Background: an optimization exercise with open tools, aiming at a short achievable clock period and few clock cycles per item. Do not read the settings as production practice.
At most, simulation tests tie the RTL to the original design; equivalence was not proved.
The clock port is modelled as an ideal driver; clocking choices that lean on that would not hold on a real chip.
No activity file was given, so power comes from the tool's default toggle rates.

the previous run:
// data_cache
module data_cache (
   input  logic        clk,
   input  logic        reset,
   input  logic        MemWrite,
   input  logic        MemRead,
   input  logic [31:0] addr,
   input  logic [31:0] wdata,
   output logic [31:0] rdata,
   output logic        memstall,
   output logic        mem_req,
   output logic        mem_we,
   output logic [31:0] mem_addr,
   output logic [31:0] mem_wdata,
   input  logic [31:0] mem_rdata,
   input  logic        mem_ack
);
   logic        s_idle_q, s_ref_q, s_wr_q, s_ret_q;
   logic        ackret_q;   
   logic        mem_req_q;
   logic [1:0]  x_q;        
   logic        rq_late_q;  
   logic [1:0]  rq_off_q;   
   logic        sh_q;       
   logic [31:0] rdata_q;
   logic [15:0] valid_q;
   logic [23:0] tag_mem  [16];
   logic [31:0] data_mem [16][4];
   logic [3:0]  idx;
   logic [1:0]  off;
   logic [23:0] tag;
   logic        hit;
   logic [15:0] idx_oh;     
   logic [3:0]  off_oh;     
   logic [31:0] rd_word;
   logic        wr_go;
   logic [1:0]  woff;
   logic [3:0]  woff_oh;
   logic [31:0] wr_val;
   logic [1:0]  unused_addr_lsbs;
   assign idx = addr[7:4];
   assign off = addr[3:2];
   assign tag = addr[31:8];
   dc_dec4 u_idx_dec (.a(idx), .y(idx_oh));
   dc_dec2 u_off_dec (.a(off), .y(off_oh));
   logic [15:0] tag_ne;     
   logic [15:0] line_nsel;  
   logic [15:0] line_hit;   
   logic [7:0]  hit_l1;
   logic [3:0]  hit_l2;
   logic [1:0]  hit_l3;
   for (genvar i = 0; i < 16; i++) begin : g_eq
      dc_ne24 u_ne (.a(tag_mem[i]), .b(tag), .ne(tag_ne[i]));
      dc_nand2 u_nsel (.a(idx_oh[i]), .b(valid_q[i]), .y(line_nsel[i]));
      dc_nor2 u_hit (.a(tag_ne[i]), .b(line_nsel[i]), .y(line_hit[i]));
   end
   for (genvar k = 0; k < 8; k++) begin : g_hit1
      dc_nor2 u (.a(line_hit[2*k]), .b(line_hit[2*k+1]), .y(hit_l1[k]));
   end
   for (genvar k = 0; k < 4; k++) begin : g_hit2
      dc_nand2 u (.a(hit_l1[2*k]), .b(hit_l1[2*k+1]), .y(hit_l2[k]));
  ...
==> flow/config.mk <==
export PLATFORM = sky130hd
export DESIGN_NAME = data_cache
export DESIGN_NICKNAME = data_cache
export VERILOG_FILES = /design/flow/design.v
export SDC_FILE = /design/flow/constraint.sdc
export NUM_CORES = 4
export LEC_CHECK = 0
export ABC_CLOCK_PERIOD_IN_PS = 1500
export CAP_MARGIN = 20
export CORE_MARGIN = 2
export CORE_UTILIZATION = 70
export SETUP_SLACK_MARGIN = 3.5
export SLEW_MARGIN = 20
export SYNTH_HIERARCHICAL = 1
==> flow/constraint.sdc <==
create_clock -name core_clock -period 6.5 [get_ports {clk}]
set_input_delay 1.3000 -clock core_clock [delete_from_list [all_inputs] [get_ports {clk}]]
set_output_delay 1.3000 -clock core_clock [all_outputs]
set_load 0.01 [all_outputs]
standard.sh (not shown) runs the stock make flow with config.mk's settings and CLKGATE_MAP_FILE= SYNTH_SCRIPT=/design/flow/synth_recipe.tcl, a recipe that flattens the netlist after the stock synthesis.
==> flow/flow/run.sh <==
#!/bin/bash
# Standard layout with two changes; synthesis is the standard one, unchanged.
#  - The delay cells are kept out of port buffering, placement, timing repair and
#    routing (the resizer otherwise picks them as port and fanout buffers).
#  - After the standard timing repair of the CTS and global-route steps, more repair
#    passes aim at tighter setup margins (post_cts.tcl, post_grt.tcl), and after the
#    global-route one the drivers on the worst paths are upsized greedily (sizer.tcl).
set -euo pipefail
bash standard.sh synth > synth.log 2>&1
flow=$(pwd)/flow
for step in FLOORPLAN GLOBAL_PLACE RESIZE DETAIL_PLACE DETAIL_ROUTE REPAIR_TIMING_POST_PLACE CTS GLOBAL_ROUTE; do
  export PRE_${step}_TCL=$flow/dont_use_dly.tcl
done
export POST_CTS_TCL=$flow/post_cts.tcl
export POST_GLOBAL_ROUTE_TCL=$flow/post_grt.tcl
bash standard.sh finish > layout.log 2>&1
==> flow/flow/post_grt.tcl <==
# Extra setup repair on global-route parasitics: OpenROAD's repair at stepwise tighter
# margins, then greedy upsizing of the drivers on the worst paths (sizer.tcl).
source [file join [file dirname [info script]] dont_use_dly.tcl]
source [file join [file dirname [info script]] sizer.tcl]
estimate_parasitics -global_routing
foreach margin {3.2 3.4 3.55} {
  repair_timing -setup -setup_margin $margin -repair_tns 100 -verbose
}
estimate_parasitics -global_routing
report_worst_slack -max
sizer_run 100 3.7 8
global_route -start_incremental
detailed_placement
global_route -end_incremental
estimate_parasitics -global_routing
report_worst_slack -max
write_guides $::env(RESULTS_DIR)/route.guide
Other scripts of this flow, unchanged in this note and not shown: flow/flow/dont_use_dly.tcl, flow/flow/post_cts.tcl, flow/flow/sizer.tcl
The previous run | status: complete | timing, DRC, antenna: pass
Testbench counts of the previous run, summed over its fixed seeds: cycles 119,935, accesses 20,000.
--- input diff the previous run..the current run ---
diff --git a/flow/flow/post_grt.tcl b/flow/flow/post_grt.tcl
--- a/flow/flow/post_grt.tcl
+++ b/flow/flow/post_grt.tcl
@@ -9,5 +9,5 @@
 estimate_parasitics -global_routing
 report_worst_slack -max
-sizer_run 100 3.7 8
+sizer_run 60 3.6 4
 global_route -start_incremental
 detailed_placement
## What came out
Comparing the current run and the previous run, worst stage delay on the critical path is lower on the previous run. [the current run vs the previous run] total length of routed wires: lower in the current run. On synthesized cell count, the current run and the previous run are neck and neck. Status: overall power consumption parity (the current run, the previous run). Clock-buffer cell count: the previous run vs the current run identical. Diff the current run..the previous run | top-level port count | unchanged. Compared with the previous run, the current run has less setup slack. The current run: share of the cycle needed by the critical path after routing 0.45 points above the previous run.


== old ==
The RTL this note starts from:
==> flow/design.v <==
module data_cache (
   input  logic        clk,
   input  logic        reset,
   input  logic        MemWrite,
   input  logic        MemRead,
   input  logic [31:0] addr,
   input  logic [31:0] wdata,
   output logic [31:0] rdata,
   output logic        memstall,
   output logic        mem_req,
   output logic        mem_we,
   output logic [31:0] mem_addr,
   output logic [31:0] mem_wdata,
   input  logic [31:0] mem_rdata,
   input  logic        mem_ack
);
   logic        s_idle_q, s_ref_q, s_wr_q, s_ret_q;
   logic        ackret_q;   
   logic        mem_req_q;
   logic [1:0]  x_q;        
   logic        sh_q;       
   logic [31:0] rdata_q;
   logic [31:0] wd_q;
   logic [63:0] wsel_q;     
   logic [15:0] valid_q;
   logic [23:0] tag_mem  [16];
   logic [31:0] data_mem [16][4];
   logic [3:0]  idx;
   logic [1:0]  off;
   logic [23:0] tag;
   logic        hit;
   logic [15:0] idx_oh;     
   logic [3:0]  off_oh;     
   logic [15:0] tag_eq;     
   logic [3:0][15:0][31:0] col;   
   logic [3:0][31:0]  line_word;
   logic [31:0] rd_word;
   logic        wr_go;
   logic [31:0] wr_val;
   logic [1:0]  unused_addr_lsbs;
   assign idx = addr[7:4];
   assign off = addr[3:2];
   assign tag = addr[31:8];
   always_comb begin
      for (int i = 0; i < 16; i++) idx_oh[i] = (idx == i[3:0]);
      for (int w = 0; w < 4; w++) off_oh[w] = (off == w[1:0]);
   end
   for (genvar i = 0; i < 16; i++) begin : g_eq
      dc_eq24 u_eq (.a(tag_mem[i]), .b(tag), .eq(tag_eq[i]));
   end
   assign hit = |(idx_oh & valid_q & tag_eq);
   assign unused_addr_lsbs = addr[1:0];
   always_comb begin
      for (int w = 0; w < 4; w++)
         for (int i = 0; i < 16; i++) col[w][i] = data_mem[i][w];
   end
   for (genvar w = 0; w < 4; w++) begin : g_word
      dc_sel16 u_sel (.d(col[w]), .s(idx_oh), .y(line_word[w]));
   end
   dc_sel4 u_rd_sel (.d0(line_word[0]), .d1(line_word[1]), .d2(line_word[2]),
                     .d3(line_word[3]), .s(off_oh), .y(rd_word));
   assign rdata     = rdata_q;
   assign memstall  = !(s_ret_q || (ackret_q && mem_ack));
   assign mem_req   = mem_req_q || (MemWrite && reset);
   assign mem_we    = MemWrite;
   assign mem_addr  = {addr[31:4], off ^ x_q, 2'b00};
   assign mem_wdata = wdata;
   always_ff @(posedge clk or negedge reset) begin
      if (!reset) begin
         s_idle_q  <= 1'b1;
         s_ref_q   <= 1'b0;
         s_wr_q    <= 1'b0;
         s_ret_q   <= 1'b0;
         ackret_q  <= 1'b0;
         mem_req_q <= 1'b0;
         x_q       <= 2'd0;
         valid_q   <= '0;
      end else begin
         if (s_idle_q) begin
            if (MemWrite) begin
               s_idle_q  <= 1'b0;
               s_wr_q    <= 1'b1;
               ackret_q  <= 1'b1;
               mem_req_q <= 1'b1;
            end else if (MemRead) begin
               s_idle_q <= 1'b0;
               if (hit) begin
                  s_ret_q <= 1'b1;
               end else begin
                  s_ref_q   <= 1'b1;
                  mem_req_q <= 1'b1;
               end
            end
         end
         if (s_ref_q && x_q == 2'd0) valid_q[idx] <= 1'b0;
         if (s_ref_q && mem_ack) begin
            x_q      <= {x_q[0], ~x_q[1]};
            ackret_q <= (x_q == 2'd3);
            if (x_q == 2'd2) begin
               s_ref_q      <= 1'b0;
               s_idle_q     <= 1'b1;
               mem_req_q    <= 1'b0;
               valid_q[idx] <= 1'b1;
            end
         end
         if (s_wr_q && mem_ack) begin
            s_wr_q    <= 1'b0;
            s_idle_q  <= 1'b1;
            ackret_q  <= 1'b0;
            mem_req_q <= 1'b0;
         end
         if (s_ret_q) begin
            s_ret_q  <= 1'b0;
            s_idle_q <= 1'b1;
         end
      end
   end
   assign wr_go  = (s_ref_q && mem_ack) || sh_q;
   assign wr_val = s_ref_q ? mem_rdata : wd_q;
   always_ff @(posedge clk) begin
      rdata_q <= rd_word;
      sh_q <= 1'b0;
      if (s_idle_q) begin
         wd_q    <= wdata;
         for (int i = 0; i < 16; i++) wsel_q[4*i +: 4] <= idx_oh[i] ? off_oh : 4'd0;
         sh_q    <= MemWrite && hit;
      end
      if (s_ref_q && x_q == 2'd0) tag_mem[idx] <= tag;
      if (s_ref_q && mem_ack) begin
         for (int l = 0; l < 16; l++) begin
            for (int w = 0; w < 4; w++) begin
               wsel_q[4*l + w] <= wsel_q[4*l + (w ^ {1'b0, ~x_q[1] ^ x_q[0]} ^ {x_q[0] ^ x_q[1], 1'b0})];
            end
         end
      end
      for (int i = 0; i < 16; i++) begin
         for (int w = 0; w < 4; w++) begin
            if (wr_go && wsel_q[4*i + w]) data_mem[i][w] <= wr_val;
         end
      end
   end
endmodule
module dc_eq24 (
   input  logic [23:0] a,
   input  logic [23:0] b,
   output logic        eq
);
   assign eq = (a == b);
endmodule
module dc_sel4 (
   input  logic [31:0] d0,
   input  logic [31:0] d1,
   input  logic [31:0] d2,
   input  logic [31:0] d3,
   input  logic [3:0]  s,
   output logic [31:0] y
);
   assign y = ({32{s[0]}} & d0) | ({32{s[1]}} & d1) | ({32{s[2]}} & d2) | ({32{s[3]}} & d3);
endmodule
module dc_sel16 (
   input  logic [15:0][31:0] d,
   input  logic [15:0] s,
   output logic [31:0] y
);
   always_comb begin
      y = '0;
      for (int i = 0; i < 16; i++) y = y | ({32{s[i]}} & d[i]);
   end
endmodule
==> flow/config.mk <==
export PLATFORM = sky130hd
export DESIGN_NAME = data_cache
export DESIGN_NICKNAME = data_cache
export VERILOG_FILES = /design/flow/design.v
export SDC_FILE = /design/flow/constraint.sdc
export NUM_CORES = 4
export LEC_CHECK = 0
export ABC_CLOCK_PERIOD_IN_PS = 1500
export CAP_MARGIN = 20
export CORE_MARGIN = 2
export CORE_UTILIZATION = 70
export SETUP_SLACK_MARGIN = 3.5
export SLEW_MARGIN = 20
export SYNTH_HIERARCHICAL = 1
==> flow/constraint.sdc <==
create_clock -name core_clock -period 6.5 [get_ports {clk}]
set_input_delay 1.3000 -clock core_clock [delete_from_list [all_inputs] [get_ports {clk}]]
set_output_delay 1.3000 -clock core_clock [all_outputs]
set_load 0.01 [all_outputs]
run.sh (not shown) runs the stock make flow with config.mk's settings and CLKGATE_MAP_FILE= SYNTH_SCRIPT=/design/flow/synth_recipe.tcl, a recipe that flattens the netlist after the stock synthesis.
Stock flow here: none of the scripts above is used.
Here is what was changed in the inputs of new compared with old.
==> flow/flow/run.sh (new file) <==
#!/bin/bash
# Standard layout, except that the delay cells are kept out of port buffering, placement,
# timing repair and routing (the resizer otherwise picks them as port and fanout
# buffers). Synthesis is the standard one, unchanged.
set -euo pipefail
bash standard.sh synth > synth.log 2>&1
hook=$(pwd)/flow/dont_use_dly.tcl
for step in FLOORPLAN GLOBAL_PLACE RESIZE DETAIL_PLACE CTS GLOBAL_ROUTE DETAIL_ROUTE REPAIR_TIMING_POST_PLACE; do
  export PRE_${step}_TCL=$hook
done
bash standard.sh finish > layout.log 2>&1
==> flow/flow/dont_use_dly.tcl (new file) <==
# Keep the delay cells out of every buffering and sizing step.
set_dont_use [get_lib_cells {*/sky130_fd_sc_hd__dly* */sky130_fd_sc_hd__clkdlybuf*}]
puts "dont_use_dly: [llength [get_lib_cells {*/sky130_fd_sc_hd__dly* */sky130_fd_sc_hd__clkdlybuf*}]] delay cells set dont_use"
==> flow/standard.sh (new file) <==
#!/bin/bash
# synth_recipe.tcl (not shown) runs the flow's synth.tcl, then flattens the netlist and writes it again
# the make line also repeats each setting of config.mk as NAME=value (left out here)
make -C /OpenROAD-flow-scripts/flow DESIGN_CONFIG=/design/flow/config.mk WORK_HOME=/design/flow/orfs CLKGATE_MAP_FILE= SYNTH_SCRIPT=/design/flow/synth_recipe.tcl "${@:-finish}"
removed: flow/run.sh
[summary]
The flow did not stop early for new: all stages ran, and the layout cleared the timing, DRC and antenna checks.
Looking at launching element of the worst setup path, the addr[4] result is from old; the s_ref_q one comes from new.
In the tables for new and old, buffer count from post-CTS setup fixing reads lower with new.
Compared with old, new shows a higher clock network power share.
Going from old to new, global routing usage on met2 fell by 2.6 points, net switching component of the power fell by about 2.8%, wire length of the first global-routing pass fell by about 3%.
Changes observed in new relative to old: total iterations of the first detailed-routing run picked up an extra 1; utilization -1.8 points.
No run of this note included a check of the RTL's function; only the layout flow was run.

[what the ideal ports hide]
The flow's constraints put no driver on any port. The routed layouts listed below were extracted and timed again, unchanged, in two steps.
Step 1, drivers: a clkbuf_16 drives clk and a buf_2 each remaining input, both assumed.
Step 2 times the ports against the registers' clock, not the clock port: input delays grow and output delays shrink by t, the midpoint of the rising clock arrivals with the driver on.
Slacks: no drivers / after step 1 / after step 2; pairs: no drivers / after step 1.
run	shift t [ns]	slack for setup (ns)	hold slack, ns
the previous run	0.938	3.538 / 3.432 / 2.604	0.281 / 0.337 / 0.492
the current run	0.943	3.509 / 3.432 / 2.559	0.278 / 0.330 / 0.489
old	0.944	3.291 / 3.331 / 2.387	0.451 / 0.414 / 0.509
new	0.933	3.335 / 3.321 / 2.492	0.193 / 0.168 / 0.496
After both steps setup and hold are still met in every run listed. For the current run, which loses most, drivers alone change the setup slack by -0.077 ns; drivers and shift together by -0.950 ns.
